From an optimization exercise on the open Yosys and OpenROAD flow, aimed at small area; shortcuts taken in it are not production practice. In this exercise RTL edits were held to simulation tests only and were not proved equivalent to the original. Power is estimated from default activity; no workload was simulated.

$ cat flow/config.mk
export PLATFORM = sky130hd
export DESIGN_NAME = cfg_top
export DESIGN_NICKNAME = cfg_top
export VERILOG_FILES = /design/flow/design.v
export SDC_FILE = /design/flow/constraint.sdc
export NUM_CORES = 4
export LEC_CHECK = 0
export CAP_MARGIN = 5
export CORE_MARGIN = 2
export CORE_UTILIZATION = 55
export GPL_TIMING_DRIVEN = 0
export SLEW_MARGIN = 5
export SYNTH_HIERARCHICAL = 1
$ cat flow/constraint.sdc
create_clock -name core_clock -period 5.0 [get_ports {clk_pcie}]
set_input_delay 1.0000 -clock core_clock [delete_from_list [all_inputs] [get_ports {clk_pcie}]]
set_output_delay 1.0000 -clock core_clock [all_outputs]
set_load 0.01 [all_outputs]
$ cat flow/design.v
package cfg_pkg;
    typedef logic [63:0] cmd_word_t;     
    typedef logic [31:0] rsp_word_t;     
    typedef logic [15:0] reg_addr_t;     
    typedef logic [15:0] half_t;
    typedef logic [31:0] dword_t;
    typedef logic [9:0]  dwaddr_t;
    typedef logic [3:0]  byte_en_t;
    typedef logic [31:0] period_t;
    localparam int RO_BITS   = 160;
    localparam int RW_BITS   = 160;
    localparam int REG_BYTES = RO_BITS / 8;
    localparam int RO_OFS_MAGIC    = 'h0;
    localparam int RO_OFS_BUSY     = 'h2;
    localparam int RO_OFS_COUNT    = 'h4;
    localparam int RO_OFS_RESULT   = 'h8;
    localparam int RO_OFS_RES_ADDR = 'hc;
    localparam int RO_OFS_PCIE_ID  = 'he;
    localparam int RO_OFS_ZERO     = 'h10;
    localparam int RW_OFS_MAGIC  = 'h0;
    localparam int RW_OFS_CTRL   = 'h2;
    localparam int RW_OFS_COUNT  = 'h4;
    localparam int RW_OFS_DATA   = 'h8;
    localparam int RW_OFS_ADDR   = 'hc;
    localparam int RW_OFS_PERIOD = 'h10;
    localparam half_t RO_MAGIC = 16'h2301;
    localparam half_t RW_MAGIC = 16'h6745;
    localparam dwaddr_t CLEAR_DWADDR = 10'd1;
    localparam dword_t  CLEAR_DATA   = 32'hff000105;
    typedef enum logic [1:0] {
        ARB_IDLE,
        ARB_HOST,
        ARB_TIMER
    } arb_state_t;
endpackage
`timescale 1ns/100ps
module cfg_top #(
    parameter cfg_pkg::period_t CLEAR_PERIOD_RESET = 62500
) (
    input  logic                clk_pcie,
    input  logic                rst,
    input  logic                i_cmd_valid,
    output logic                o_cmd_ready,
    input  cfg_pkg::cmd_word_t  i_cmd_data,
    output logic                o_rsp_valid,
    input  logic                i_rsp_ready,
    output cfg_pkg::rsp_word_t  o_rsp_data,
    input  logic [15:0]         i_pcie_id,
    output logic                o_cfg_mgmt_rd_en,
    output logic                o_cfg_mgmt_wr_en,
    output cfg_pkg::dwaddr_t    o_cfg_mgmt_dwaddr,
    output cfg_pkg::dword_t     o_cfg_mgmt_di,
    output cfg_pkg::byte_en_t   o_cfg_mgmt_byte_en,
    output logic                o_cfg_mgmt_wr_readonly,
    output logic                o_cfg_mgmt_wr_rw1c_as_rw,
    input  cfg_pkg::dword_t     i_cfg_mgmt_do,
    input  logic                i_cfg_mgmt_rd_wr_done
);
    localparam int NB = cfg_pkg::REG_BYTES;      
    localparam logic [159:0] RW_RESET = {CLEAR_PERIOD_RESET,             
                                         16'h0000, 16'hf000,             
                                         32'h0,                          
                                         32'(cfg_pkg::REG_BYTES),        
                                         16'h0018,                       
                                         cfg_pkg::RW_MAGIC};             
    logic [159:0] rw_q;
    logic rd_en_q, wr_en_q, result_valid_q;
    logic busy;
    logic host_req, host_ready, timer_ready;
    logic tmr_req_q;
    logic [1:0] tmr_be_q;        
    logic [31:0] cnt_n_q;
    cfg_pkg::dword_t   result_data_q;
    cfg_pkg::dwaddr_t  result_dwaddr_q;
    cfg_pkg::byte_en_t result_be_q;
    logic [15:0] cmd_addr;
    logic [14:0] ofs;
    logic [7:0]  val_lo, val_hi, msk_lo, msk_hi;
    logic        fire, cmd_read, cmd_write;
    assign cmd_addr = i_cmd_data[31:16];
    assign ofs      = cmd_addr[14:0];
    assign val_lo   = i_cmd_data[63:56];
    assign val_hi   = i_cmd_data[55:48];
    assign msk_lo   = i_cmd_data[47:40];
    assign msk_hi   = i_cmd_data[39:32];
    assign busy = rd_en_q | wr_en_q;
    assign o_cmd_ready = ~(o_rsp_valid & ~i_rsp_ready) &
                         ~(rw_q[18] & (rw_q[16] | rw_q[17] | busy));
    assign fire      = i_cmd_valid & o_cmd_ready;
    assign cmd_read  = fire & i_cmd_data[12];
    assign cmd_write = fire & i_cmd_data[13] & cmd_addr[15];
    logic [7:0] d_ev, d_od, nm_ev, nm_od;
    logic [7:0] d0_ev, d1_ev, d0_od, d1_od;     
    logic [9:0] sel_ev, sel_od;                  
    logic [NB-1:0] nbsel;
    logic [159:0] wen, wen_w, wdat;
    always_comb begin
        for (int m = 0; m < NB / 2; m++) begin
            sel_ev[m] = (ofs == 15'(2 * m)) | (m > 0 && ofs == 15'(2 * m - 1));
            sel_od[m] = (ofs == 15'(2 * m)) | (ofs == 15'(2 * m + 1));
        end
    end
    assign d_ev  = ofs[0] ? val_hi : val_lo;
    assign d_od  = ofs[0] ? val_lo : val_hi;
    assign d0_ev = d_ev & {8{~rst}};
    assign d1_ev = d_ev | {8{rst}};
    assign d0_od = d_od & {8{~rst}};
    assign d1_od = d_od | {8{rst}};
    assign nm_ev = ~((ofs[0] ? msk_hi : msk_lo) | {8{rst}});
    assign nm_od = ~((ofs[0] ? msk_lo : msk_hi) | {8{rst}});
    for (genvar b = 0; b < NB; b++) begin : g_wbyte
        if (b % 2 == 0) begin : g_ev
            assign nbsel[b] = ~(rst | (cmd_write & sel_ev[b / 2]));
        end else begin : g_od
            assign nbsel[b] = ~(rst | (cmd_write & sel_od[b / 2]));
        end
        for (genvar k = 0; k < 8; k++) begin : g_wbit
            cfg_nor2 u_en (.a(nbsel[b]), .b((b % 2 == 0) ? nm_ev[k] : nm_od[k]), .y(wen_w[8 * b + k]));
            if (RW_RESET[8 * b + k]) begin : g_r1
                assign wdat[8 * b + k] = (b % 2 == 0) ? d1_ev[k] : d1_od[k];
            end else begin : g_r0
                assign wdat[8 * b + k] = (b % 2 == 0) ? d0_ev[k] : d0_od[k];
            end
        end
    end
    always_comb begin
        wen = wen_w;
        wen[16] = wen_w[16] | (host_ready & rw_q[16]);
        wen[17] = wen_w[17] | (host_ready & ~rw_q[16]);
    end
    always_ff @(posedge clk_pcie) begin
        for (int i = 0; i < 160; i++) begin
            if (wen[i]) rw_q[i] <= wdat[i] & (i != 16 && i != 17 || wen_w[i]);
        end
    end
    logic [7:0]   rd_ev, rd_od, rd_lo, rd_hi;
    logic [9:0] sw_ev, sw_od, so_ev, so_od;
    assign sw_ev = sel_ev & {10{cmd_addr[15]}};
    assign sw_od = sel_od & {10{cmd_addr[15]}};
    assign so_ev = sel_ev & {10{~cmd_addr[15]}};
    assign so_od = sel_od & {10{~cmd_addr[15]}};
    logic g_ev0_0, g_ev0_1, g_ev0_2, g_ev0_3, g_ev0_4;
    cfg_aoi222 u_g_ev0_0 (.a1(sw_ev[0]), .a2(rw_q[0]), .b1(sw_ev[1]), .b2(rw_q[16]), .c1(so_ev[1]), .c2(rd_en_q), .y(g_ev0_0));
    cfg_aoi222 u_g_ev0_1 (.a1(sw_ev[2]), .a2(rw_q[32]), .b1(sw_ev[3]), .b2(rw_q[48]), .c1(sw_ev[4]), .c2(rw_q[64]), .y(g_ev0_1));
    cfg_aoi222 u_g_ev0_2 (.a1(so_ev[4]), .a2(result_data_q[0]), .b1(sw_ev[5]), .b2(rw_q[80]), .c1(so_ev[5]), .c2(result_data_q[16]), .y(g_ev0_2));
    cfg_aoi222 u_g_ev0_3 (.a1(sw_ev[6]), .a2(rw_q[96]), .b1(so_ev[6]), .b2(result_dwaddr_q[0]), .c1(sw_ev[7]), .c2(rw_q[112]), .y(g_ev0_3));
    cfg_aoi222 u_g_ev0_4 (.a1(so_ev[7]), .a2(i_pcie_id[0]), .b1(sw_ev[8]), .b2(rw_q[128]), .c1(sw_ev[9]), .c2(rw_q[144]), .y(g_ev0_4));
    assign rd_ev[0] = ~g_ev0_0 | ~g_ev0_1 | ~g_ev0_2 | ~g_ev0_3 | ~g_ev0_4 | so_ev[0];
    logic g_ev1_0, g_ev1_1, g_ev1_2, g_ev1_3, g_ev1_4;
    cfg_aoi222 u_g_ev1_0 (.a1(sw_ev[0]), .a2(rw_q[1]), .b1(sw_ev[1]), .b2(rw_q[17]), .c1(so_ev[1]), .c2(wr_en_q), .y(g_ev1_0));
    cfg_aoi222 u_g_ev1_1 (.a1(sw_ev[2]), .a2(rw_q[33]), .b1(sw_ev[3]), .b2(rw_q[49]), .c1(sw_ev[4]), .c2(rw_q[65]), .y(g_ev1_1));
    cfg_aoi222 u_g_ev1_2 (.a1(so_ev[4]), .a2(result_data_q[1]), .b1(sw_ev[5]), .b2(rw_q[81]), .c1(so_ev[5]), .c2(result_data_q[17]), .y(g_ev1_2));
    cfg_aoi222 u_g_ev1_3 (.a1(sw_ev[6]), .a2(rw_q[97]), .b1(so_ev[6]), .b2(result_dwaddr_q[1]), .c1(sw_ev[7]), .c2(rw_q[113]), .y(g_ev1_3));
    cfg_aoi222 u_g_ev1_4 (.a1(so_ev[7]), .a2(i_pcie_id[1]), .b1(sw_ev[8]), .b2(rw_q[129]), .c1(sw_ev[9]), .c2(rw_q[145]), .y(g_ev1_4));
    assign rd_ev[1] = ~g_ev1_0 | ~g_ev1_1 | ~g_ev1_2 | ~g_ev1_3 | ~g_ev1_4;
    logic g_ev2_0, g_ev2_1, g_ev2_2, g_ev2_3, g_ev2_4, g_ev2_5;
    cfg_aoi222 u_g_ev2_0 (.a1(sw_ev[0]), .a2(rw_q[2]), .b1(sw_ev[1]), .b2(rw_q[18]), .c1(sw_ev[2]), .c2(rw_q[34]), .y(g_ev2_0));
    cfg_aoi222 u_g_ev2_1 (.a1(sw_ev[3]), .a2(rw_q[50]), .b1(sw_ev[4]), .b2(rw_q[66]), .c1(so_ev[4]), .c2(result_data_q[2]), .y(g_ev2_1));
    cfg_aoi222 u_g_ev2_2 (.a1(sw_ev[5]), .a2(rw_q[82]), .b1(so_ev[5]), .b2(result_data_q[18]), .c1(sw_ev[6]), .c2(rw_q[98]), .y(g_ev2_2));
    cfg_aoi222 u_g_ev2_3 (.a1(so_ev[6]), .a2(result_dwaddr_q[2]), .b1(sw_ev[7]), .b2(rw_q[114]), .c1(so_ev[7]), .c2(i_pcie_id[2]), .y(g_ev2_3));
    cfg_nand2 u_g_ev2_4 (.a(sw_ev[8]), .b(rw_q[130]), .y(g_ev2_4));
    cfg_nand2 u_g_ev2_5 (.a(sw_ev[9]), .b(rw_q[146]), .y(g_ev2_5));
    assign rd_ev[2] = ~g_ev2_0 | ~g_ev2_1 | ~g_ev2_2 | ~g_ev2_3 | ~g_ev2_4 | ~g_ev2_5 | so_ev[2];
    logic g_ev3_0, g_ev3_1, g_ev3_2, g_ev3_3, g_ev3_4, g_ev3_5;
    cfg_aoi222 u_g_ev3_0 (.a1(sw_ev[0]), .a2(rw_q[3]), .b1(sw_ev[1]), .b2(rw_q[19]), .c1(sw_ev[2]), .c2(rw_q[35]), .y(g_ev3_0));
    cfg_aoi222 u_g_ev3_1 (.a1(sw_ev[3]), .a2(rw_q[51]), .b1(sw_ev[4]), .b2(rw_q[67]), .c1(so_ev[4]), .c2(result_data_q[3]), .y(g_ev3_1));
    cfg_aoi222 u_g_ev3_2 (.a1(sw_ev[5]), .a2(rw_q[83]), .b1(so_ev[5]), .b2(result_data_q[19]), .c1(sw_ev[6]), .c2(rw_q[99]), .y(g_ev3_2));
    cfg_aoi222 u_g_ev3_3 (.a1(so_ev[6]), .a2(result_dwaddr_q[3]), .b1(sw_ev[7]), .b2(rw_q[115]), .c1(so_ev[7]), .c2(i_pcie_id[3]), .y(g_ev3_3));
    cfg_nand2 u_g_ev3_4 (.a(sw_ev[8]), .b(rw_q[131]), .y(g_ev3_4));
    cfg_nand2 u_g_ev3_5 (.a(sw_ev[9]), .b(rw_q[147]), .y(g_ev3_5));
    assign rd_ev[3] = ~g_ev3_0 | ~g_ev3_1 | ~g_ev3_2 | ~g_ev3_3 | ~g_ev3_4 | ~g_ev3_5;
    logic g_ev4_0, g_ev4_1, g_ev4_2, g_ev4_3, g_ev4_4, g_ev4_5;
    cfg_aoi222 u_g_ev4_0 (.a1(sw_ev[0]), .a2(rw_q[4]), .b1(sw_ev[1]), .b2(rw_q[20]), .c1(sw_ev[2]), .c2(rw_q[36]), .y(g_ev4_0));
    cfg_aoi222 u_g_ev4_1 (.a1(sw_ev[3]), .a2(rw_q[52]), .b1(sw_ev[4]), .b2(rw_q[68]), .c1(so_ev[4]), .c2(result_data_q[4]), .y(g_ev4_1));
    cfg_aoi222 u_g_ev4_2 (.a1(sw_ev[5]), .a2(rw_q[84]), .b1(so_ev[5]), .b2(result_data_q[20]), .c1(sw_ev[6]), .c2(rw_q[100]), .y(g_ev4_2));
    cfg_aoi222 u_g_ev4_3 (.a1(so_ev[6]), .a2(result_dwaddr_q[4]), .b1(sw_ev[7]), .b2(rw_q[116]), .c1(so_ev[7]), .c2(i_pcie_id[4]), .y(g_ev4_3));
    cfg_nand2 u_g_ev4_4 (.a(sw_ev[8]), .b(rw_q[132]), .y(g_ev4_4));
    cfg_nand2 u_g_ev4_5 (.a(sw_ev[9]), .b(rw_q[148]), .y(g_ev4_5));
    assign rd_ev[4] = ~g_ev4_0 | ~g_ev4_1 | ~g_ev4_2 | ~g_ev4_3 | ~g_ev4_4 | ~g_ev4_5 | so_ev[2];
    logic g_ev5_0, g_ev5_1, g_ev5_2, g_ev5_3, g_ev5_4, g_ev5_5;
    cfg_aoi222 u_g_ev5_0 (.a1(sw_ev[0]), .a2(rw_q[5]), .b1(sw_ev[1]), .b2(rw_q[21]), .c1(sw_ev[2]), .c2(rw_q[37]), .y(g_ev5_0));
    cfg_aoi222 u_g_ev5_1 (.a1(sw_ev[3]), .a2(rw_q[53]), .b1(sw_ev[4]), .b2(rw_q[69]), .c1(so_ev[4]), .c2(result_data_q[5]), .y(g_ev5_1));
    cfg_aoi222 u_g_ev5_2 (.a1(sw_ev[5]), .a2(rw_q[85]), .b1(so_ev[5]), .b2(result_data_q[21]), .c1(sw_ev[6]), .c2(rw_q[101]), .y(g_ev5_2));
    cfg_aoi222 u_g_ev5_3 (.a1(so_ev[6]), .a2(result_dwaddr_q[5]), .b1(sw_ev[7]), .b2(rw_q[117]), .c1(so_ev[7]), .c2(i_pcie_id[5]), .y(g_ev5_3));
    cfg_nand2 u_g_ev5_4 (.a(sw_ev[8]), .b(rw_q[133]), .y(g_ev5_4));
    cfg_nand2 u_g_ev5_5 (.a(sw_ev[9]), .b(rw_q[149]), .y(g_ev5_5));
    assign rd_ev[5] = ~g_ev5_0 | ~g_ev5_1 | ~g_ev5_2 | ~g_ev5_3 | ~g_ev5_4 | ~g_ev5_5;
    logic g_ev6_0, g_ev6_1, g_ev6_2, g_ev6_3, g_ev6_4, g_ev6_5;
    cfg_aoi222 u_g_ev6_0 (.a1(sw_ev[0]), .a2(rw_q[6]), .b1(sw_ev[1]), .b2(rw_q[22]), .c1(sw_ev[2]), .c2(rw_q[38]), .y(g_ev6_0));
    cfg_aoi222 u_g_ev6_1 (.a1(sw_ev[3]), .a2(rw_q[54]), .b1(sw_ev[4]), .b2(rw_q[70]), .c1(so_ev[4]), .c2(result_data_q[6]), .y(g_ev6_1));
    cfg_aoi222 u_g_ev6_2 (.a1(sw_ev[5]), .a2(rw_q[86]), .b1(so_ev[5]), .b2(result_data_q[22]), .c1(sw_ev[6]), .c2(rw_q[102]), .y(g_ev6_2));
    cfg_aoi222 u_g_ev6_3 (.a1(so_ev[6]), .a2(result_dwaddr_q[6]), .b1(sw_ev[7]), .b2(rw_q[118]), .c1(so_ev[7]), .c2(i_pcie_id[6]), .y(g_ev6_3));
    cfg_nand2 u_g_ev6_4 (.a(sw_ev[8]), .b(rw_q[134]), .y(g_ev6_4));
    cfg_nand2 u_g_ev6_5 (.a(sw_ev[9]), .b(rw_q[150]), .y(g_ev6_5));
    assign rd_ev[6] = ~g_ev6_0 | ~g_ev6_1 | ~g_ev6_2 | ~g_ev6_3 | ~g_ev6_4 | ~g_ev6_5;
    logic g_ev7_0, g_ev7_1, g_ev7_2, g_ev7_3, g_ev7_4, g_ev7_5;
    cfg_aoi222 u_g_ev7_0 (.a1(sw_ev[0]), .a2(rw_q[7]), .b1(sw_ev[1]), .b2(rw_q[23]), .c1(sw_ev[2]), .c2(rw_q[39]), .y(g_ev7_0));
    cfg_aoi222 u_g_ev7_1 (.a1(sw_ev[3]), .a2(rw_q[55]), .b1(sw_ev[4]), .b2(rw_q[71]), .c1(so_ev[4]), .c2(result_data_q[7]), .y(g_ev7_1));
    cfg_aoi222 u_g_ev7_2 (.a1(sw_ev[5]), .a2(rw_q[87]), .b1(so_ev[5]), .b2(result_data_q[23]), .c1(sw_ev[6]), .c2(rw_q[103]), .y(g_ev7_2));
    cfg_aoi222 u_g_ev7_3 (.a1(so_ev[6]), .a2(result_dwaddr_q[7]), .b1(sw_ev[7]), .b2(rw_q[119]), .c1(so_ev[7]), .c2(i_pcie_id[7]), .y(g_ev7_3));
    cfg_nand2 u_g_ev7_4 (.a(sw_ev[8]), .b(rw_q[135]), .y(g_ev7_4));
    cfg_nand2 u_g_ev7_5 (.a(sw_ev[9]), .b(rw_q[151]), .y(g_ev7_5));
    assign rd_ev[7] = ~g_ev7_0 | ~g_ev7_1 | ~g_ev7_2 | ~g_ev7_3 | ~g_ev7_4 | ~g_ev7_5;
    logic g_od0_0, g_od0_1, g_od0_2, g_od0_3, g_od0_4, g_od0_5;
    cfg_aoi222 u_g_od0_0 (.a1(sw_od[0]), .a2(rw_q[8]), .b1(sw_od[1]), .b2(rw_q[24]), .c1(sw_od[2]), .c2(rw_q[40]), .y(g_od0_0));
    cfg_aoi222 u_g_od0_1 (.a1(sw_od[3]), .a2(rw_q[56]), .b1(sw_od[4]), .b2(rw_q[72]), .c1(so_od[4]), .c2(result_data_q[8]), .y(g_od0_1));
    cfg_aoi222 u_g_od0_2 (.a1(sw_od[5]), .a2(rw_q[88]), .b1(so_od[5]), .b2(result_data_q[24]), .c1(sw_od[6]), .c2(rw_q[104]), .y(g_od0_2));
    cfg_aoi222 u_g_od0_3 (.a1(so_od[6]), .a2(result_dwaddr_q[8]), .b1(sw_od[7]), .b2(rw_q[120]), .c1(so_od[7]), .c2(i_pcie_id[8]), .y(g_od0_3));
    cfg_nand2 u_g_od0_4 (.a(sw_od[8]), .b(rw_q[136]), .y(g_od0_4));
    cfg_nand2 u_g_od0_5 (.a(sw_od[9]), .b(rw_q[152]), .y(g_od0_5));
    assign rd_od[0] = ~g_od0_0 | ~g_od0_1 | ~g_od0_2 | ~g_od0_3 | ~g_od0_4 | ~g_od0_5 | so_od[0];
    logic g_od1_0, g_od1_1, g_od1_2, g_od1_3, g_od1_4, g_od1_5;
    cfg_aoi222 u_g_od1_0 (.a1(sw_od[0]), .a2(rw_q[9]), .b1(sw_od[1]), .b2(rw_q[25]), .c1(sw_od[2]), .c2(rw_q[41]), .y(g_od1_0));
    cfg_aoi222 u_g_od1_1 (.a1(sw_od[3]), .a2(rw_q[57]), .b1(sw_od[4]), .b2(rw_q[73]), .c1(so_od[4]), .c2(result_data_q[9]), .y(g_od1_1));
    cfg_aoi222 u_g_od1_2 (.a1(sw_od[5]), .a2(rw_q[89]), .b1(so_od[5]), .b2(result_data_q[25]), .c1(sw_od[6]), .c2(rw_q[105]), .y(g_od1_2));
    cfg_aoi222 u_g_od1_3 (.a1(so_od[6]), .a2(result_dwaddr_q[9]), .b1(sw_od[7]), .b2(rw_q[121]), .c1(so_od[7]), .c2(i_pcie_id[9]), .y(g_od1_3));
    cfg_nand2 u_g_od1_4 (.a(sw_od[8]), .b(rw_q[137]), .y(g_od1_4));
    cfg_nand2 u_g_od1_5 (.a(sw_od[9]), .b(rw_q[153]), .y(g_od1_5));
    assign rd_od[1] = ~g_od1_0 | ~g_od1_1 | ~g_od1_2 | ~g_od1_3 | ~g_od1_4 | ~g_od1_5 | so_od[0];
    logic g_od2_0, g_od2_1, g_od2_2, g_od2_3, g_od2_4;
    cfg_aoi222 u_g_od2_0 (.a1(sw_od[0]), .a2(rw_q[10]), .b1(sw_od[1]), .b2(rw_q[26]), .c1(sw_od[2]), .c2(rw_q[42]), .y(g_od2_0));
    cfg_aoi222 u_g_od2_1 (.a1(sw_od[3]), .a2(rw_q[58]), .b1(sw_od[4]), .b2(rw_q[74]), .c1(so_od[4]), .c2(result_data_q[10]), .y(g_od2_1));
    cfg_aoi222 u_g_od2_2 (.a1(sw_od[5]), .a2(rw_q[90]), .b1(so_od[5]), .b2(result_data_q[26]), .c1(sw_od[6]), .c2(rw_q[106]), .y(g_od2_2));
    cfg_aoi222 u_g_od2_3 (.a1(sw_od[7]), .a2(rw_q[122]), .b1(so_od[7]), .b2(i_pcie_id[10]), .c1(sw_od[8]), .c2(rw_q[138]), .y(g_od2_3));
    cfg_nand2 u_g_od2_4 (.a(sw_od[9]), .b(rw_q[154]), .y(g_od2_4));
    assign rd_od[2] = ~g_od2_0 | ~g_od2_1 | ~g_od2_2 | ~g_od2_3 | ~g_od2_4;
    logic g_od3_0, g_od3_1, g_od3_2, g_od3_3, g_od3_4, g_od3_5;
    cfg_aoi222 u_g_od3_0 (.a1(sw_od[0]), .a2(rw_q[11]), .b1(sw_od[1]), .b2(rw_q[27]), .c1(sw_od[2]), .c2(rw_q[43]), .y(g_od3_0));
    cfg_aoi222 u_g_od3_1 (.a1(sw_od[3]), .a2(rw_q[59]), .b1(sw_od[4]), .b2(rw_q[75]), .c1(so_od[4]), .c2(result_data_q[11]), .y(g_od3_1));
    cfg_aoi222 u_g_od3_2 (.a1(sw_od[5]), .a2(rw_q[91]), .b1(so_od[5]), .b2(result_data_q[27]), .c1(sw_od[6]), .c2(rw_q[107]), .y(g_od3_2));
    cfg_aoi222 u_g_od3_3 (.a1(so_od[6]), .a2(result_valid_q), .b1(sw_od[7]), .b2(rw_q[123]), .c1(so_od[7]), .c2(i_pcie_id[11]), .y(g_od3_3));
    cfg_nand2 u_g_od3_4 (.a(sw_od[8]), .b(rw_q[139]), .y(g_od3_4));
    cfg_nand2 u_g_od3_5 (.a(sw_od[9]), .b(rw_q[155]), .y(g_od3_5));
    assign rd_od[3] = ~g_od3_0 | ~g_od3_1 | ~g_od3_2 | ~g_od3_3 | ~g_od3_4 | ~g_od3_5;
    logic g_od4_0, g_od4_1, g_od4_2, g_od4_3, g_od4_4, g_od4_5;
    cfg_aoi222 u_g_od4_0 (.a1(sw_od[0]), .a2(rw_q[12]), .b1(sw_od[1]), .b2(rw_q[28]), .c1(sw_od[2]), .c2(rw_q[44]), .y(g_od4_0));
    cfg_aoi222 u_g_od4_1 (.a1(sw_od[3]), .a2(rw_q[60]), .b1(sw_od[4]), .b2(rw_q[76]), .c1(so_od[4]), .c2(result_data_q[12]), .y(g_od4_1));
    cfg_aoi222 u_g_od4_2 (.a1(sw_od[5]), .a2(rw_q[92]), .b1(so_od[5]), .b2(result_data_q[28]), .c1(sw_od[6]), .c2(rw_q[108]), .y(g_od4_2));
    cfg_aoi222 u_g_od4_3 (.a1(so_od[6]), .a2(result_be_q[0]), .b1(sw_od[7]), .b2(rw_q[124]), .c1(so_od[7]), .c2(i_pcie_id[12]), .y(g_od4_3));
    cfg_nand2 u_g_od4_4 (.a(sw_od[8]), .b(rw_q[140]), .y(g_od4_4));
    cfg_nand2 u_g_od4_5 (.a(sw_od[9]), .b(rw_q[156]), .y(g_od4_5));
    assign rd_od[4] = ~g_od4_0 | ~g_od4_1 | ~g_od4_2 | ~g_od4_3 | ~g_od4_4 | ~g_od4_5;
    logic g_od5_0, g_od5_1, g_od5_2, g_od5_3, g_od5_4, g_od5_5;
    cfg_aoi222 u_g_od5_0 (.a1(sw_od[0]), .a2(rw_q[13]), .b1(sw_od[1]), .b2(rw_q[29]), .c1(sw_od[2]), .c2(rw_q[45]), .y(g_od5_0));
    cfg_aoi222 u_g_od5_1 (.a1(sw_od[3]), .a2(rw_q[61]), .b1(sw_od[4]), .b2(rw_q[77]), .c1(so_od[4]), .c2(result_data_q[13]), .y(g_od5_1));
    cfg_aoi222 u_g_od5_2 (.a1(sw_od[5]), .a2(rw_q[93]), .b1(so_od[5]), .b2(result_data_q[29]), .c1(sw_od[6]), .c2(rw_q[109]), .y(g_od5_2));
    cfg_aoi222 u_g_od5_3 (.a1(so_od[6]), .a2(result_be_q[1]), .b1(sw_od[7]), .b2(rw_q[125]), .c1(so_od[7]), .c2(i_pcie_id[13]), .y(g_od5_3));
    cfg_nand2 u_g_od5_4 (.a(sw_od[8]), .b(rw_q[141]), .y(g_od5_4));
    cfg_nand2 u_g_od5_5 (.a(sw_od[9]), .b(rw_q[157]), .y(g_od5_5));
    assign rd_od[5] = ~g_od5_0 | ~g_od5_1 | ~g_od5_2 | ~g_od5_3 | ~g_od5_4 | ~g_od5_5 | so_od[0];
    logic g_od6_0, g_od6_1, g_od6_2, g_od6_3, g_od6_4, g_od6_5;
    cfg_aoi222 u_g_od6_0 (.a1(sw_od[0]), .a2(rw_q[14]), .b1(sw_od[1]), .b2(rw_q[30]), .c1(sw_od[2]), .c2(rw_q[46]), .y(g_od6_0));
    cfg_aoi222 u_g_od6_1 (.a1(sw_od[3]), .a2(rw_q[62]), .b1(sw_od[4]), .b2(rw_q[78]), .c1(so_od[4]), .c2(result_data_q[14]), .y(g_od6_1));
    cfg_aoi222 u_g_od6_2 (.a1(sw_od[5]), .a2(rw_q[94]), .b1(so_od[5]), .b2(result_data_q[30]), .c1(sw_od[6]), .c2(rw_q[110]), .y(g_od6_2));
    cfg_aoi222 u_g_od6_3 (.a1(so_od[6]), .a2(result_be_q[2]), .b1(sw_od[7]), .b2(rw_q[126]), .c1(so_od[7]), .c2(i_pcie_id[14]), .y(g_od6_3));
    cfg_nand2 u_g_od6_4 (.a(sw_od[8]), .b(rw_q[142]), .y(g_od6_4));
    cfg_nand2 u_g_od6_5 (.a(sw_od[9]), .b(rw_q[158]), .y(g_od6_5));
    assign rd_od[6] = ~g_od6_0 | ~g_od6_1 | ~g_od6_2 | ~g_od6_3 | ~g_od6_4 | ~g_od6_5;
    logic g_od7_0, g_od7_1, g_od7_2, g_od7_3, g_od7_4, g_od7_5;
    cfg_aoi222 u_g_od7_0 (.a1(sw_od[0]), .a2(rw_q[15]), .b1(sw_od[1]), .b2(rw_q[31]), .c1(sw_od[2]), .c2(rw_q[47]), .y(g_od7_0));
    cfg_aoi222 u_g_od7_1 (.a1(sw_od[3]), .a2(rw_q[63]), .b1(sw_od[4]), .b2(rw_q[79]), .c1(so_od[4]), .c2(result_data_q[15]), .y(g_od7_1));
    cfg_aoi222 u_g_od7_2 (.a1(sw_od[5]), .a2(rw_q[95]), .b1(so_od[5]), .b2(result_data_q[31]), .c1(sw_od[6]), .c2(rw_q[111]), .y(g_od7_2));
    cfg_aoi222 u_g_od7_3 (.a1(so_od[6]), .a2(result_be_q[3]), .b1(sw_od[7]), .b2(rw_q[127]), .c1(so_od[7]), .c2(i_pcie_id[15]), .y(g_od7_3));
    cfg_nand2 u_g_od7_4 (.a(sw_od[8]), .b(rw_q[143]), .y(g_od7_4));
    cfg_nand2 u_g_od7_5 (.a(sw_od[9]), .b(rw_q[159]), .y(g_od7_5));
    assign rd_od[7] = ~g_od7_0 | ~g_od7_1 | ~g_od7_2 | ~g_od7_3 | ~g_od7_4 | ~g_od7_5;
    assign rd_lo = ofs[0] ? rd_od : rd_ev;
    assign rd_hi = ofs[0] ? rd_ev : rd_od;
    always_ff @(posedge clk_pcie) begin
        if (rst) begin
            o_rsp_valid <= 1'b0;
        end else if (cmd_read) begin
            o_rsp_valid <= 1'b1;
        end else if (i_rsp_ready) begin
            o_rsp_valid <= 1'b0;
        end
    end
    always_ff @(posedge clk_pcie) begin
        if (cmd_read) begin
            o_rsp_data <= {cmd_addr, rd_lo, rd_hi};
        end
    end
    assign host_req    = rw_q[16] | rw_q[17];
    assign host_ready  = ~busy & host_req;                    
    assign timer_ready = ~busy & ~host_req & tmr_req_q;
    assign o_cfg_mgmt_rd_en = rd_en_q & ~i_cfg_mgmt_rd_wr_done;
    assign o_cfg_mgmt_wr_en = wr_en_q & ~i_cfg_mgmt_rd_wr_done;
    always_ff @(posedge clk_pcie) begin
        if (rst) begin
            rd_en_q        <= 1'b0;
            wr_en_q        <= 1'b0;
            result_valid_q <= 1'b0;
        end else if (busy) begin
            if (i_cfg_mgmt_rd_wr_done) begin
                rd_en_q        <= 1'b0;
                wr_en_q        <= 1'b0;
                result_valid_q <= 1'b1;
            end
        end else if (host_ready | timer_ready) begin
            rd_en_q        <= host_ready & rw_q[16];
            wr_en_q        <= ~(host_ready & rw_q[16]);
            result_valid_q <= 1'b0;
        end
    end
    always_ff @(posedge clk_pcie) begin
        if (host_ready) begin
            o_cfg_mgmt_dwaddr        <= rw_q[96 +: 10];
            o_cfg_mgmt_di            <= rw_q[64 +: 32];
            o_cfg_mgmt_byte_en       <= rw_q[108 +: 4];
            o_cfg_mgmt_wr_readonly   <= rw_q[106];
            o_cfg_mgmt_wr_rw1c_as_rw <= rw_q[107];
        end else if (timer_ready) begin
            o_cfg_mgmt_dwaddr        <= cfg_pkg::CLEAR_DWADDR;
            o_cfg_mgmt_di            <= cfg_pkg::CLEAR_DATA;
            o_cfg_mgmt_byte_en       <= {tmr_be_q[1], 1'b0, tmr_be_q[0], tmr_be_q[0]};
            o_cfg_mgmt_wr_readonly   <= 1'b0;
            o_cfg_mgmt_wr_rw1c_as_rw <= 1'b0;
        end
        if (busy && i_cfg_mgmt_rd_wr_done) begin
            result_data_q   <= i_cfg_mgmt_do;
            result_dwaddr_q <= o_cfg_mgmt_dwaddr;
            result_be_q     <= o_cfg_mgmt_byte_en;
        end
    end
    logic tmr_on, advance, expired;
    assign tmr_on  = rw_q[19] | rw_q[20];
    assign advance = tmr_on & ~fire & ~busy & ~tmr_req_q;
    logic        cnt_clr;
    logic [32:0] cnt_b;          
    logic [31:0] cnt_x;          
    logic [31:0] cnt_d;
    assign cnt_clr   = rst | ~tmr_on | tmr_req_q;
    assign cnt_b[0]  = ~advance;
    assign cnt_b[16] = ~advance | (|cnt_n_q[15:0]);
    for (genvar i = 0; i < 32; i++) begin : g_dec
        if (i % 2 == 0) begin : g_ev
            assign cnt_x[i] = ~(cnt_n_q[i] ^ cnt_b[i]);
            if (i != 15 && i != 31) begin : g_b
                cfg_nor2 u_b (.a(cnt_n_q[i]), .b(cnt_b[i]), .y(cnt_b[i + 1]));
            end
        end else begin : g_od
            assign cnt_x[i] = cnt_n_q[i] ^ cnt_b[i];
            if (i != 15 && i != 31) begin : g_b
                cfg_orn u_b (.a(cnt_n_q[i]), .b(cnt_b[i]), .y(cnt_b[i + 1]));
            end
        end
    end
    assign cnt_d = cnt_x | {32{cnt_clr}};
    always_ff @(posedge clk_pcie) begin
        cnt_n_q <= cnt_d;
    end
    logic [31:0] per;
    logic [31:0] cg, cp;         
    logic [32:0] cc;             
    logic        hi_gen, hi_prop;
    assign per = rw_q[128 +: 32];
    for (genvar i = 0; i < 32; i++) begin : g_cmp
        if (i == 0) begin : g_b0
            cfg_nor2 u_c (.a(per[i]), .b(cnt_n_q[i]), .y(cc[i + 1]));
        end else if (i == 16) begin : g_b16
            cfg_nand2 u_g (.a(per[i]), .b(cnt_n_q[i]), .y(cg[i]));
            cfg_nor2  u_p (.a(per[i]), .b(cnt_n_q[i]), .y(cp[i]));
            assign cc[i + 1] = cg[i];
        end else if (i % 2 == 0) begin : g_ev
            cfg_and2  u_g (.a(per[i]), .b(cnt_n_q[i]), .y(cg[i]));
            cfg_or2   u_p (.a(per[i]), .b(cnt_n_q[i]), .y(cp[i]));
            cfg_o21ai u_c (.a1(cg[i]), .a2(cc[i]), .b1(cp[i]), .y(cc[i + 1]));
        end else begin : g_od
            cfg_nand2 u_g (.a(per[i]), .b(cnt_n_q[i]), .y(cg[i]));
            cfg_nor2  u_p (.a(per[i]), .b(cnt_n_q[i]), .y(cp[i]));
            cfg_o21ai u_c (.a1(cp[i]), .a2(cc[i]), .b1(cg[i]), .y(cc[i + 1]));
        end
    end
    always_comb begin
        hi_prop = 1'b1;
        for (int i = 16; i < 32; i++) begin
            hi_prop = hi_prop & ((i % 2 == 0 && i != 16) ? (cp[i] & ~cg[i]) : (cg[i] & ~cp[i]));
        end
    end
    assign hi_gen  = cc[32];
    assign expired = ~(hi_gen | (hi_prop & cc[16]));
    always_ff @(posedge clk_pcie) begin
        if (rst) begin
            tmr_req_q <= 1'b0;
        end else if (advance && expired) begin
            tmr_req_q <= 1'b1;
        end else if (timer_ready) begin
            tmr_req_q <= 1'b0;
        end
    end
    always_ff @(posedge clk_pcie) begin
        if (advance && expired) begin
            tmr_be_q <= {rw_q[19], rw_q[20]};
        end
    end
endmodule
module cfg_aoi222 (
    input  logic a1, a2, b1, b2, c1, c2,
    output logic y
);
    assign y = ~((a1 & a2) | (b1 & b2) | (c1 & c2));
endmodule
module cfg_aoi22 (
    input  logic a1, a2, b1, b2,
    output logic y
);
    assign y = ~((a1 & a2) | (b1 & b2));
endmodule
module cfg_nand2 (
    input  logic a, b,
    output logic y
);
    assign y = ~(a & b);
endmodule
module cfg_ha (
    input  logic a, b,
    output logic s, co
);
    assign {co, s} = a + b;
endmodule
module cfg_ao22 (
    input  logic a1, a2, b1, b2,
    output logic y
);
    assign y = (a1 & a2) | (b1 & b2);
endmodule
module cfg_maj3 (
    input  logic a, b, c,
    output logic y
);
    assign y = (a & b) | (a & c) | (b & c);
endmodule
module cfg_nor2 (
    input  logic a, b,
    output logic y
);
    assign y = ~(a | b);
endmodule
module cfg_orn (
    input  logic a, b,
    output logic y
);
    assign y = a | ~b;
endmodule
module cfg_and2 (
    input  logic a, b,
    output logic y
);
    assign y = a & b;
endmodule
module cfg_or2 (
    input  logic a, b,
    output logic y
);
    assign y = a | b;
endmodule
module cfg_o21ai (
    input  logic a1, a2, b1,
    output logic y
);
    assign y = ~((a1 | a2) & b1);
endmodule
$ cat flow/flow/run.sh
#!/bin/bash
# Standard layout, with the smallest buffer on every input and output port and a clock
# tree of few large leaf buffers without dummy loads.
set -euo pipefail
export BUFFER_PORTS_ARGS="-buffer_cell sky130_fd_sc_hd__buf_1"
export CTS_ARGS="-sink_clustering_enable -repair_clock_nets -dont_use_dummy_load -sink_clustering_size 30 -sink_clustering_max_diameter 80 -buf_list sky130_fd_sc_hd__clkbuf_16"
bash standard.sh > standard_flow.log 2>&1
$ cat flow/standard.sh
#!/bin/bash
# synth_recipe.tcl (not shown) runs the flow's synth.tcl, then flattens the netlist and writes it again
# the make line also repeats each setting of config.mk as NAME=value (left out here)
make -C /OpenROAD-flow-scripts/flow DESIGN_CONFIG=/design/flow/config.mk WORK_HOME=/design/flow/orfs CLKGATE_MAP_FILE= SYNTH_SCRIPT=/design/flow/synth_recipe.tcl "${@:-finish}"
==> flow_summary.toml, run 1 <==
[status]
status = "complete, no violations"

[final_layout]
fin_util_pct = 62.5
drive_gt1_share_pct = 4.26
antenna_cells = 0
final_cells = 1693
nNetsFinal = 1482
final_common_cell = "edfxtp_1"
final_cell_mix = "288 x edfxtp_1, 254 x nor2_1, 189 x buf_1, 126 x nand2_1, 66 x a222oi_1"
syn_to_final_growth_pct = 11.9
num-fill-cells = 2069

[cts]
cts_resized = 0
ctsHoldBuffers = 0
insertion_delay_ns = 0.53
cts-root-buf = "clkbuf_16"
cts_setup_buffers = 0
h-tree-depth = 1
cts_tree = "yes"
cts_made_buffers = 16
clkSinkCount = 325
clk_pin_slew_ns = 0.08
clockBufferDepth = 3

[timing]
post-route-period-util_pct = 82.4
tns_ns = 0
tightest_slew_ns = 1.29
maxSlewViolCount = 0
final-setup-viol-count = 0
rsz0062_at_grt = "no"
fin_skew_ns = 0.0556
finalWorstSetupSlack_ns = 0.881
relSlewSlack_pct = 13.3
hold_viol = 0
post-route-min-period_ns = 4.12
fmax_mhz = 243

[critical_path]
r2r_setup_slack_ns = 1.03
r2r_cells = 20
cp.arrival_ns = 4.48
worst-path-max-fanout = 5
required_ns = 5.36
start_kind = "input pin"
end_kind = "register"
rr_endpoint = "cnt_n_q[15]"
critPathKind = "in -> reg"
rr_startpoint = "rd_en_q"

[global_route]
gr-total-overflow = 0
track_usage_pct = 32.1
grt_pass1_vias = 10000
antenna_found_initial = 2
grt_pass1_wl_um = 61800
grt_max_degree = 51

[synth]
ys_seq_elements = 325
yosys.area.top_type_share_pct = 61.6
netlist_instances = 1154
synth_top_area_cell = "edfxtp_1"
synth_enable_flop_cells = 288
synthFlopType = "edfxtp_1"
yosys_warnings = 7
syn_avg_cell_area_um2 = 12.2
async_flop_share_pct = 0
synth.distinct_cells = 46
synth_area_um2 = 14000
ys_top_cells_by_area = "edfxtp_1 62%, nor2_1 6.8%, dfxtp_1 5.3%"
syn_nets = 1271
ys_seq_area_share_pct = 66.9

[route]
wire_per_inst_um = 25.3
dr_wl_met2_um = 19600
dr.pass1.iters = 8
vias_per_cell = 6.22
vias = 10500
drt-initial-drc-count = 1624
top_layer_used = "met5"
wirelength_um = 42900
wl_met3_um = 5250
ant_nets = 0
met1_length_um = 16600
remaining_drc_errors = 0

[die]
io_pins = 201
rows = 58
die_area_um2 = 26800
chipHeight_um = 164
die_w_um = 164
start_util_pct = 55.9
core_area_um2 = 25100

[min_path]
hold_path.startpoint = "o_cfg_mgmt_dwaddr[8]"
holdPathEnd = "result_dwaddr_q[8]"
hold_depth = 0
hp-class = "reg -> reg"

[place]
dp_cells = 1677
hpwlAfterDp_um = 31700
port_buffers = 186
post-place-ws_ns = 0.398
gp_congestion = 0.996

[power_and_ir_drop]
vdd_drop_max_mv = 0.295
power.density_nw_per_um2 = 352
p_leak_nw = 5.17
power_mw = 5.52

[flow_run]
drv_cap = 0
[worst max-delay path by stage]
| stage | startpoint | endpoint | slack, ns | depth (start not counted) |
|---|---|---|---|---|
| final | i_rsp_ready | cnt_n_q[15] | 0.88 | 21 |
| after global routing | i_rsp_ready | cnt_n_q[31] | 0.48 | 21 |
| after CTS | i_rsp_ready | cnt_n_q[15] | 0.90 | 21 |
| after detailed placement | i_rsp_ready | cnt_n_q[15] | 0.40 | 21 |
| after global placement | i_rsp_ready | cnt_n_q[15] | 0.45 | 21 |
| after floorplan | i_rsp_ready | cnt_n_q[15] | 1.09 | 20 |
[critical path, cell delays in order]
cell and delay, ns:
buf_1 0.06, nand2b_1 0.26, a311oi_4 0.54, inv_1 0.20
nor2_1 0.21, nand2b_1 0.11, nor2_1 0.18, nand2b_1 0.11
nor2_1 0.18, nand2b_1 0.11, nor2_1 0.19, nand2b_1 0.11
nor2_1 0.18, nand2b_1 0.11, nor2_1 0.18, nand2b_1 0.11
nor2_1 0.18, nand2b_1 0.11, nor2_1 0.15, xnor2_1 0.13
nand2_1 0.06
[metrics by stage]
step | hold WS [ns] | area (um^2)
final | 0.454 | 15700
after global routing | 0.461 | 15700
after CTS | 0.455 | 15700
after detailed placement | 0.431 | 15300
after global placement | 0.428 | 15100
after floorplan | 0.451 | 14000
[cell usage after synthesis, drive strengths merged (16+ instances only)]
| library cell | count |
|---|---|
| a211oi | 16 |
| a21oi | 24 |
| a222oi | 66 |
| and2 | 64 |
| clkbuf | 22 |
| dfxtp | 37 |
| edfxtp | 288 |
| mux2i | 22 |
| nand2 | 127 |
| nand2b | 16 |
| nor2 | 254 |
| o21ai | 33 |
| or2 | 17 |
| xnor2 | 17 |
[logic make-up (layout without fill, tap and decap cells)]
| family | Yosys count | in the layout | share of synthesized area (%) |
|---|---|---|---|
| compound gates | 157 | 157 | 8.82 |
| xor+xnor | 32 | 32 | 2.00 |
| buf+inv | 36 | 245 | 1.01 |
| flops | 325 | 325 | 66.9 |
| mux | 22 | 22 | 1.57 |
| simple gates | 582 | 582 | 19.7 |
[layer usage]
| layer | vias up | track usage, % |
|---|---|---|
| li1 | 4698 | - |
| met1 | 5146 | 44.9 |
| met2 | 614 | 49.7 |
| met3 | 78 | 8.16 |
| met4 | 2 | 10.5 |
| met5 | - | 0 |
[Yosys stat by module (local to each module, per instance)]
module	area (um^2)	times used	cells	flip-flops and latches
cfg_orn	6.26	14	1	0
cfg_nand2	3.75	44	1	0
cfg_top	12100	1	778	325
cfg_and2	6.26	14	1	0
cfg_o21ai	5.00	30	1	0
cfg_nor2	3.75	194	1	0
cfg_aoi222	10.0	66	1	0
cfg_or2	6.26	14	1	0
[report_power, final]
part | total, mW | internal (mW) | switching (mW) | leakage [nW]
registers | 3.43 | 3.31 | 0.128 | 2.99
clock network | 1.38 | 0.578 | 0.798 | 0.197
logic | 0.710 | 0.192 | 0.518 | 1.98
[state kept, by name, indices dropped and copies added (netlist names), 2 cells and up]
name	flops
cnt_n_q	32
o_cfg_mgmt_byte_en	4
o_cfg_mgmt_di	32
o_cfg_mgmt_dwaddr	10
o_rsp_data	32
result_be_q	4
result_data_q	32
result_dwaddr_q	10
rw_q	160
tmr_be_q	2
[area by class of cell]
| cell class | instances | area [um^2] | area share [%] |
|---|---|---|---|
| Tap cell | 330 | 413 | 2.63 |
| Buffer | 30 | 119 | 0.757 |
| Inverter | 6 | 22.5 | 0.143 |
| Timing Repair Buffer | 193 | 762 | 4.85 |
| Sequential cell | 325 | 9390 | 59.8 |
| Clock buffer | 16 | 400 | 2.55 |
| Multi-Input combinational cell | 793 | 4600 | 29.3 |
==> inputs of run 2 (changes only) <==
--- a/flow/config.mk
+++ b/flow/config.mk
@@ -5,9 +5,9 @@
 export SDC_FILE = /design/flow/constraint.sdc
 export NUM_CORES = 4
 export LEC_CHECK = 0
-export CAP_MARGIN = 5
+export CAP_MARGIN = 10
 export CORE_MARGIN = 2
 export CORE_UTILIZATION = 55
 export GPL_TIMING_DRIVEN = 0
-export SLEW_MARGIN = 5
+export SLEW_MARGIN = 10
 export SYNTH_HIERARCHICAL = 1
==> run 2 against run 1 <==
Against the previous run:
- still clean on timing, DRC and antenna
- clock skew fell by 0.019 ns
- non-clock buffer count grew 4
- count of clock-buffer cells in the layout shrank 1
- maximum frequency hardly changed
- total power fell by 0.87%
- utilization about the same
- synthesized area is the same
- design area hardly changed
- sequential share of layout area is essentially flat
- worst setup slack got worse by 0.0021 ns
- largest cell class unchanged
==> flow_summary.toml, run 2 <==
[route]
wire_per_inst_um = 25.2
wirelength_um = 42800
vias = 10500
remaining_drc_errors = 0
drt-initial-drc-count = 1579
vias_per_cell = 6.21
dr.pass1.iters = 9
ant_nets = 0

[synth]
synth.distinct_cells = 46
synth_area_um2 = 14000
synthFlopType = "edfxtp_1"
ys_seq_elements = 325
syn_nets = 1271
netlist_top_cells_count = "288 x edfxtp_1, 254 x nor2_1, 127 x nand2_1"
synth_enable_flop_cells = 288
synth_top_family_by_area = "simple AND/OR/NAND/NOR gates"
async_flop_share_pct = 0
netlist_instances = 1154
synth-simple-area-share_pct = 19.7
yosys.area.top_type_share_pct = 61.6
synthXorXnorAreaFrac_pct = 2.00
syn_avg_cell_area_um2 = 12.2
synth_mux_area_share_pct = 1.57
ys_top_cells_by_area = "edfxtp_1 62%, nor2_1 6.8%, dfxtp_1 5.3%"
synth_top_area_cell = "edfxtp_1"
ys_seq_area_share_pct = 66.9
yosys_warnings = 7
synth.most_common_cell = "edfxtp_1"
synthAdderAreaFrac_pct = 0
synth_compound_gate_area_share_pct = 8.82

[die]
start_util_pct = 55.9
io_pins = 201
chipHeight_um = 164
die_w_um = 164
core_area_um2 = 25100
die_area_um2 = 26800
rows = 58

[final_layout]
nNetsFinal = 1485
fin_util_pct = 62.6
top_register = "rw_q"
drive_gt1_share_pct = 4.54
final_cell_mix = "288 x edfxtp_1, 254 x nor2_1, 189 x buf_1, 126 x nand2_1, 66 x a222oi_1"
syn_to_final_growth_pct = 12.0
final_cells = 1697
largest_reg_flops = 160
final_common_cell = "edfxtp_1"
num-fill-cells = 2116

[min_path]
hp-class = "reg -> reg"

[cts]
clkSinkCount = 325
clk_pin_slew_ns = 0.10
h-tree-depth = 1
cts_setup_buffers = 0
insertion_delay_ns = 0.51
cts_resized = 0
cts_made_buffers = 15
clockBufferDepth = 3
cts_tree = "yes"
ctsHoldBuffers = 0
cts-root-buf = "clkbuf_16"

[global_route]
grt_pass1_vias = 9847
grt_pass1_wl_um = 61400
top_usage_layer = "met2"
grt_max_degree = 51
use_met1_pct = 44.9
met3_usage_pct = 7.47
antenna_found_initial = 1
gr-total-overflow = 0
track_usage_pct = 31.9
use_met2_pct = 49.7

[timing]
post-route-period-util_pct = 82.4
post-route-min-period_ns = 4.12
hold_viol = 0
tightest_slew_ns = 1.25
fmax_mhz = 243
final-setup-viol-count = 0
fin_skew_ns = 0.0361
tns_ns = 0
relSlewSlack_pct = 15.8
maxSlewViolCount = 0
rsz0062_at_grt = "no"

[flow_run]
drv_cap = 0

[place]
dp_cells = 1681
port_buffers = 186
hpwlAfterDp_um = 31700
gp_congestion = 0.996

[critical_path]
critPathKind = "in -> reg"
start_kind = "input pin"
cp.arrival_ns = 4.47
end_kind = "register"
worst-path-max-fanout = 5
required_ns = 5.35

[power_and_ir_drop]
power.density_nw_per_um2 = 348
vdd_drop_max_mv = 0.324
power_mw = 5.47
p_leak_nw = 5.18

[status]
status = "complete, no violations"
-- run 2: cell counts after synthesis --
No cell type changed its count.
-- run 2: cell families after synthesis --
kind of cell | after synthesis
AO/OA/AOI/OAI | 157
XOR/XNOR | 32
buffers and inverters | 36
flip-flops | 325
multiplexers | 22
AND/OR/NAND/NOR | 582
-- run 2: layer usage --
layer / share of wire (%) / up-vias / wire length [um]
li1: - / 4722 / -
met1: 40 / 5131 / 17000
met2: 46 / 612 / 19600
met3: 11 / 75 / 4810
met4: 3.1 / 0 / 1310
met5: 0 / - / 0
-- run 2: path summary, 6_finish.rpt --
kind / start / end / slack, ns / cells past startpoint
worst max-delay path: i_rsp_ready / cnt_n_q[31] / 0.88 / 21
worst min-delay path: o_cfg_mgmt_dwaddr[3] / result_dwaddr_q[3] / 0.46 / 0
worst max register to register: rd_en_q / cnt_n_q[31] / 1.02 / 20
worst min register to register: o_cfg_mgmt_dwaddr[3] / result_dwaddr_q[3] / 0.46 / 0
-- run 2: power breakdown --
part           total, mW  switching, mW  internal [mW]  leakage [nW]
Sequential          3.44          0.128           3.31          2.99
Clock               1.33          0.782          0.544         0.185
Combinational      0.712          0.517          0.194          2.00
-- run 2: worst max-delay path, cell delays in order --
cell,delay [ns]
buf_1,0.06
nand2b_1,0.27
a311oi_4,0.56
nand2_1,0.11
nor2_1,0.19
nand2b_1,0.11
nor2_1,0.18
nand2b_1,0.12
nor2_1,0.18
nand2b_1,0.12
nor2_1,0.19
nand2b_1,0.12
nor2_1,0.20
nand2b_1,0.11
nor2_1,0.18
nand2b_1,0.11
nor2_1,0.18
nand2b_1,0.12
nor2_1,0.17
xnor2_1,0.13
nand2_1,0.06
-- run 2: metrics by stage --
step                hold slack (ns)  setup slack (ns)  cell area (um^2)
floorplan                     0.451              1.09             14000
global placement              0.428             0.447             15100
detailed placement            0.437             0.413             15300
CTS                           0.461             0.901             15700
global route                  0.481             0.471             15700
finish                        0.459             0.879             15700
-- run 2: per-module statistics from Yosys, one instance, submodules excluded --
module      cell area, um^2  flops+latches  times used  cells inside
cfg_top               12100            325           1           778
cfg_aoi222             10.0              0          66             1
cfg_and2               6.26              0          14             1
cfg_or2                6.26              0          14             1
cfg_orn                6.26              0          14             1
cfg_o21ai              5.00              0          30             1
cfg_nand2              3.75              0          44             1
cfg_nor2               3.75              0         194             1
-- run 2: area by class of cell --
cell class	count	area, um^2	share of cell area (%)
multi-input cells	793	4600	29.3
inverters	6	22.5	0.143
repair buffers	197	792	5.04
plain buffers	30	119	0.756
flip-flops and latches	325	9390	59.8
diodes	1	2.50	0.0159
well taps	330	413	2.63
clock buffers	15	375	2.39
==> inputs of run 3 (changes only) <==
==> flow/flow/run.sh (replaced) <==
#!/bin/bash
# Standard layout, with the smallest buffer on every input and output port and a clock
# tree of few large leaf buffers without dummy loads.
set -euo pipefail
export BUFFER_PORTS_ARGS="-buffer_cell sky130_fd_sc_hd__buf_1"
export CTS_ARGS="-sink_clustering_enable -repair_clock_nets -dont_use_dummy_load -sink_clustering_size 30 -sink_clustering_max_diameter 80 -buf_list sky130_fd_sc_hd__clkbuf_16 -root_buf sky130_fd_sc_hd__clkbuf_2 -tree_buf sky130_fd_sc_hd__clkbuf_4"
bash standard.sh > standard_flow.log 2>&1
--- a/flow/config.mk
+++ b/flow/config.mk
@@ -7,7 +7,8 @@
 export LEC_CHECK = 0
 export CAP_MARGIN = 10
 export CORE_MARGIN = 2
-export CORE_UTILIZATION = 55
+export CORE_UTILIZATION = 60
 export GPL_TIMING_DRIVEN = 0
+export PLACE_DENSITY = 0.75
 export SLEW_MARGIN = 10
 export SYNTH_HIERARCHICAL = 1
==> run 3 against run 2 <==
Against the previous run:
- synthesized cell count unchanged
- register-to-register slack better by 0.04 ns
- sequential power about the same
- die area shrank 8.1%
- critical path depth shrank 1
==> flow_summary.toml, run 3 <==
[place]
gp_congestion = 0.966
hpwlAfterDp_um = 29900
port_buffers = 186

[synth]
synth-simple-area-share_pct = 19.7
synth.most_common_cell = "edfxtp_1"
synthAdderAreaFrac_pct = 0
synthXorXnorAreaFrac_pct = 2.00
async_flop_share_pct = 0
ys_seq_elements = 325
synth.distinct_cells = 46
synth_mux_area_share_pct = 1.57
synth_top_area_cell = "edfxtp_1"
synth_compound_gate_area_share_pct = 8.82
netlist_top_cells_count = "288 x edfxtp_1, 254 x nor2_1, 127 x nand2_1"
synth_top_family_by_area = "simple AND/OR/NAND/NOR gates"
yosys_warnings = 7
ys_seq_area_share_pct = 66.9
syn_avg_cell_area_um2 = 12.2
netlist_instances = 1154
synthFlopType = "edfxtp_1"
syn_nets = 1271
yosys.area.top_type_share_pct = 61.6
ys_top_cells_by_area = "edfxtp_1 62%, nor2_1 6.8%, dfxtp_1 5.3%"
synth_area_um2 = 14000
synth_enable_flop_cells = 288

[timing]
fin_skew_ns = 0.0393
rsz0062_at_grt = "no"
tightest_slew_ns = 1.30
final-setup-viol-count = 0
tns_ns = 0
post-route-period-util_pct = 78.9
relSlewSlack_pct = 12.5
maxSlewViolCount = 0
post-route-min-period_ns = 3.94
fmax_mhz = 254
hold_viol = 0

[route]
ant_nets = 0
vias = 10600
remaining_drc_errors = 0
dr.pass1.iters = 8
wirelength_um = 41000
vias_per_cell = 6.35
drt-initial-drc-count = 1564
wire_per_inst_um = 24.4

[cts]
cts-root-buf = "clkbuf_2"
insertion_delay_ns = 0.88
clk_pin_slew_ns = 0.12
clockBufferDepth = 3
cts_tree = "yes"
cts_setup_buffers = 0
ctsHoldBuffers = 0
cts_made_buffers = 15
clkSinkCount = 325
cts_resized = 0
h-tree-depth = 1

[status]
status = "complete, no violations"

[die]
start_util_pct = 61.6
core_area_um2 = 22800
die_w_um = 157
io_pins = 201
rows = 55
chipHeight_um = 157
die_area_um2 = 24600

[global_route]
gr-total-overflow = 0
track_usage_pct = 33.2
grt_pass1_wl_um = 59100
grt_max_degree = 51
grt_pass1_vias = 10100
antenna_found_initial = 3

[critical_path]
r2r_cells = 20
end_kind = "register"
worst-path-max-fanout = 5
cp.arrival_ns = 4.53
start_kind = "register"
required_ns = 5.59
critPathKind = "reg -> reg"
rr_endpoint = "tmr_be_q[0]"
rr_startpoint = "cnt_n_q[1]"
r2r_setup_slack_ns = 1.06

[power_and_ir_drop]
power.density_nw_per_um2 = 344
p_leak_nw = 5.13
vdd_drop_max_mv = 0.241
power_mw = 5.37

[final_layout]
syn_to_final_growth_pct = 11.2
drive_gt1_share_pct = 4.26
num-fill-cells = 1755
multiInputGateArea_um2 = 4600
nNetsFinal = 1482
final_cell_mix = "288 x edfxtp_1, 254 x nor2_1, 189 x buf_1, 126 x nand2_1, 66 x a222oi_1"
final_common_cell = "edfxtp_1"
largest_reg_flops = 160
top_register = "rw_q"
regArea_um2 = 9390

[min_path]
hold_depth = 1
hp-class = "in -> reg"
holdPathEnd = "result_data_q[5]"
hold_path.startpoint = "i_cfg_mgmt_do[5]"

[flow_run]
drv_cap = 0
[run 3: cell counts after synthesis]
Identical to the previous run, type by type.
[run 3: how the worst max path moves through the flow]
stage | startpoint | to | slack (ns) | cells past startpoint
5_1_grt | rd_en_q | cnt_n_q[31] | 0.65 | 20
2_1_floorplan | i_rsp_ready | cnt_n_q[15] | 1.09 | 20
3_3_place_gp | i_rsp_ready | cnt_n_q[15] | 0.54 | 21
4_1_cts | wr_en_q | cnt_n_q[15] | 1.12 | 20
3_5_place_dp | i_rsp_ready | cnt_n_q[15] | 0.49 | 21
6_report | cnt_n_q[1] | tmr_be_q[0] | 1.06 | 20
[run 3: worst max-delay path: stages, from the launching register on]
cell	delay [ns]
dfxtp_1	0.46
nor2_1	0.08
o21ai_1	0.11
o21ai_1	0.08
o21ai_1	0.13
o21ai_1	0.08
o21ai_1	0.17
o21ai_1	0.10
o21ai_1	0.21
o21ai_1	0.11
o21ai_1	0.14
o21ai_1	0.08
o21ai_1	0.13
o21ai_1	0.08
o21ai_1	0.13
o21ai_1	0.09
o21ai_1	0.12
nor4bb_1	0.26
nand2_1	0.08
nor4_1	0.87
nor3_1	0.16
[run 3: cell families after synthesis]
kind of cell,count (synthesis)
simple gates,582
xor+xnor,32
flops,325
compound gates,157
mux,22
buf+inv,36
[run 3: layer usage]
layer | vias up | track usage [%] | part of all wire [%] | wire length, um
li1 | 4700 | - | - | -
met1 | 5102 | 44.6 | 37 | 15100
met2 | 767 | 52.8 | 46 | 19000
met3 | 75 | 9.91 | 14 | 5770
met4 | 0 | 9.92 | 2.8 | 1150
met5 | - | 0 | 0 | 0
[run 3: cell type report]
type / instances / area share [%]
Antenna cell: 1 / 0.0160
Buffer: 30 / 0.762
Clock buffer: 15 / 2.02
Inverter: 6 / 0.144
Multi-Input combinational cell: 793 / 29.5
Sequential cell: 325 / 60.2
Tap cell: 313 / 2.51
Timing Repair Buffer: 194 / 4.86
[run 3: per-module statistics from Yosys, one instance, submodules excluded, excerpt]
module | cells | cell area [um^2] | copies in the design | flip-flops and latches
cfg_aoi222 | 1 | 10.0 | 66 | 0
cfg_top | 778 | 12100 | 1 | 325
cfg_and2 | 1 | 6.26 | 14 | 0
cfg_or2 | 1 | 6.26 | 14 | 0
cfg_nor2 | 1 | 3.75 | 194 | 0
cfg_nand2 | 1 | 3.75 | 44 | 0
[run 3: where the power goes]
part           total, mW  leakage, nW  internal (mW)  switching [mW]
Combinational      0.713         1.99          0.191           0.522
Sequential          3.43         2.99           3.31           0.128
Clock               1.22        0.160          0.437           0.785
[run 3: metrics by stage]
stage	instance area [um^2]	cells	setup slack [ns]	hold slack [ns]	util [%]
2_1_floorplan	14000	1154	1.09	0.451	-
3_3_place_gp	15100	1653	0.543	0.436	66.4
3_5_place_dp	15300	1661	0.487	0.435	67.0
4_1_cts	15600	1676	1.12	0.243	68.4
5_1_grt	15600	1677	0.647	0.248	68.5
6_report	15600	1677	1.06	0.277	68.5
==> inputs of run 4 (changes only) <==
==> flow/flow/run.sh (replaced) <==
#!/bin/bash
# Standard layout, with the smallest buffer on every input and output port and a clock
# tree of few large leaf buffers without dummy loads.
set -euo pipefail
export BUFFER_PORTS_ARGS="-buffer_cell sky130_fd_sc_hd__buf_1"
export CTS_ARGS="-sink_clustering_enable -repair_clock_nets -dont_use_dummy_load -sink_clustering_size 30 -sink_clustering_max_diameter 80 -buf_list sky130_fd_sc_hd__clkbuf_16 -root_buf sky130_fd_sc_hd__clkbuf_4 -tree_buf sky130_fd_sc_hd__clkbuf_8"
export PRE_GLOBAL_PLACE_TCL="$PWD/flow/pre_gpl.tcl"
bash standard.sh > standard_flow.log 2>&1
==> flow/flow/pre_gpl.tcl (new file) <==
remove_buffers
==> run 4 against run 3 <==
Against the previous run:
- sequential power about the same
- largest cell class unchanged
- total power down 0.60%
- still clean on timing, DRC and antenna
- synthesized area unchanged
- largest power group unchanged
==> flow_summary.toml, run 4 <==
[global_route]
grt_pass1_wl_um = 57300
grt_max_degree = 51
grt_pass1_vias = 9757
antenna_found_initial = 1
track_usage_pct = 31.8
gr-total-overflow = 0

[min_path]
hold_depth = 1
hp-class = "in -> reg"

[final_layout]
top_register = "rw_q"
fin_util_pct = 68.3
final_common_cell = "edfxtp_1"
drive_gt1_share_pct = 4.71
num-fill-cells = 1714
nNetsFinal = 1456
final_cell_mix = "288 x edfxtp_1, 251 x nor2_1, 184 x buf_1, 126 x nand2_1, 66 x a222oi_1"
syn_to_final_growth_pct = 11.0
largest_reg_flops = 160

[place]
gp_congestion = 0.956
hpwlAfterDp_um = 28100
port_buffers = 186

[timing]
fin_skew_ns = 0.0326
maxSlewViolCount = 0
rsz0062_at_grt = "no"
post-route-min-period_ns = 4.11
tns_ns = 0
hold_viol = 0
post-route-period-util_pct = 82.1
final-setup-viol-count = 0
relSlewSlack_pct = 10.0
whs_ns = 0.465
fmax_mhz = 243
tightest_slew_ns = 1.34

[die]
die_area_um2 = 24600
core_area_um2 = 22800
rows = 55
die_w_um = 157
io_pins = 201
chipHeight_um = 157
start_util_pct = 61.6

[cts]
clk_pin_slew_ns = 0.11
clkSinkCount = 325
cts_tree = "yes"
cts_resized = 0
cts_made_buffers = 15
clockBufferDepth = 3
cts-root-buf = "clkbuf_4"
ctsHoldBuffers = 0
insertion_delay_ns = 0.69
cts_setup_buffers = 0
h-tree-depth = 1

[synth]
synth.most_common_cell = "edfxtp_1"
ys_seq_elements = 325
ys_seq_area_share_pct = 66.9
netlist_instances = 1154
syn_nets = 1271
synth_top_area_cell = "edfxtp_1"
yosys_warnings = 7
synth_area_um2 = 14000
yosys.area.top_type_share_pct = 61.6
synth.distinct_cells = 46
synthFlopType = "edfxtp_1"
ys_top_cells_by_area = "edfxtp_1 62%, nor2_1 6.8%, dfxtp_1 5.3%"
netlist_top_cells_count = "288 x edfxtp_1, 254 x nor2_1, 127 x nand2_1"
async_flop_share_pct = 0
syn_avg_cell_area_um2 = 12.2
synth_enable_flop_cells = 288

[route]
wirelength_um = 39100
vias_per_cell = 6.38
remaining_drc_errors = 0
dr.pass1.iters = 8
drt-initial-drc-count = 1668
wire_per_inst_um = 23.7
ant_nets = 0
vias = 10500

[power_and_ir_drop]
p_sw_mw = 1.39
p_leak_nw = 5.12
p_int_mw = 3.95
p_seq_share_pct = 64.4
vdd_drop_max_mv = 0.267
power_mw = 5.34
power.density_nw_per_um2 = 343
clock_power_share_pct = 22.9
swShare_pct = 26.0
power_frac_comb_pct = 12.7

[critical_path]
start_kind = "register"
critPathKind = "reg -> reg"
required_ns = 5.54
end_kind = "register"
r2r_cells = 20
worst-path-max-fanout = 15
cp.arrival_ns = 4.64

[status]
status = "complete, no violations"

[flow_run]
drv_cap = 0
[run 4: Yosys stat by module, one instance, submodules excluded]
| module | area (um^2) | copies in the design | cells inside | flip-flops and latches |
|---|---|---|---|---|
| cfg_and2 | 6.26 | 14 | 1 | 0 |
| cfg_aoi222 | 10.0 | 66 | 1 | 0 |
| cfg_nand2 | 3.75 | 44 | 1 | 0 |
| cfg_nor2 | 3.75 | 194 | 1 | 0 |
| cfg_o21ai | 5.00 | 30 | 1 | 0 |
| cfg_or2 | 6.26 | 14 | 1 | 0 |
| cfg_orn | 6.26 | 14 | 1 | 0 |
| cfg_top | 12100 | 1 | 778 | 325 |
[run 4: worst max-delay path: stages, from the launching register on]
cell and delay (ns):
dfxtp_1 0.38, or2_2 0.52, a311oi_4 0.42, inv_1 0.16
nor2_1 0.20, nand2b_1 0.11, nor2_1 0.19, nand2b_1 0.11
nor2_1 0.20, nand2b_1 0.12, nor2_1 0.21, nand2b_1 0.13
nor2_1 0.18, nand2b_1 0.12, nor2_1 0.18, nand2b_1 0.11
nor2_1 0.18, nand2b_1 0.11, nor2_1 0.14, xnor2_1 0.12
nand2_1 0.06
[run 4: path summary, 6_finish.rpt]
path	from	to	slack (ns)
setup / recovery	rd_en_q	cnt_n_q[15]	0.89
hold / removal	i_cfg_mgmt_do[9]	result_data_q[9]	0.47
setup reg to reg	rd_en_q	cnt_n_q[15]	0.89
hold reg to reg	o_cfg_mgmt_dwaddr[3]	result_dwaddr_q[3]	0.47
[run 4: final cells by class]
| cell class | count | area, um^2 | share of cell area (%) |
|---|---|---|---|
| inverter | 6 | 22.5 | 0.145 |
| timing repair buffer | 198 | 823 | 5.29 |
| antenna | 1 | 2.50 | 0.0161 |
| multi-input combinational | 793 | 4610 | 29.6 |
| clock buffer | 15 | 323 | 2.07 |
| tap | 313 | 392 | 2.52 |
| sequential | 325 | 9390 | 60.3 |
[run 4: metrics by stage]
stage               std cells  setup slack [ns]  area (um^2)
CTS                      1650             0.941        15500
global route             1651             0.518        15600
floorplan                1154              1.09        14000
detailed placement       1635             0.449        15200
finish                   1651             0.893        15600
global placement         1623             -1.82        15000
[run 4: cell families (layout without fill, tap and decap cells)]
family,Yosys count,after routing,synth area share (%)
other,0,1,0
flip-flops,325,325,66.9
buffers and inverters,36,219,1.01
AND/OR/NAND/NOR,582,582,19.7
multiplexers,22,22,1.57
AO/OA/AOI/OAI,157,157,8.82
XOR/XNOR,32,32,2.00
[run 4: metal layers]
| layer | global-route usage [%] | routed length (um) |
|---|---|---|
| met1 | 46.0 | 14700 |
| met2 | 51.8 | 18600 |
| met3 | 4.76 | 5050 |
| met4 | 6.82 | 707 |
| met5 | 0 | 0 |
[run 4: power groups by stage]
stage | clock network, mW | registers (mW) | logic [mW]
finish | 1.22 | 3.44 | 0.680
global placement | 0 | 3.50 | 0.632
detailed placement | 0 | 3.49 | 0.674
floorplan | 0 | 3.50 | 0.329
CTS | 1.23 | 3.43 | 0.675
global route | 1.30 | 3.46 | 0.735

what the ideal ports hide:
The results above use ideal ports. As a check the final layouts listed here were re-extracted and re-timed, cells and wires unchanged.
Step 1, drivers: a clkbuf_16 drives clk_pcie and a buf_2 each remaining input, both assumed.
Step 2 times the ports against the registers' clock, not the clock port: input delays grow and output delays shrink by t, the midpoint of the rising clock arrivals with the driver on.
Three values: ideal, step 1, step 2; two values: the first two.
run	shift t [ns]	setup WS [ns]	worst register clock-pin slew, ns	worst slew at a driven data input, ns
run 1	0.562	0.881 / 0.911 / 0.349	0.11 / 0.11	0.04
run 2	0.547	0.879 / 0.902 / 0.354	0.12 / 0.12	0.04
run 3	0.903	1.057 / 1.057 / 0.327	0.12 / 0.12	0.04
run 4	0.716	0.893 / 0.893 / 0.355	0.11 / 0.11	0.04
After both steps setup and hold are still met in every run listed. For run 3, which loses most, drivers alone change the setup slack by 0.000 ns; drivers and shift together by -0.730 ns.
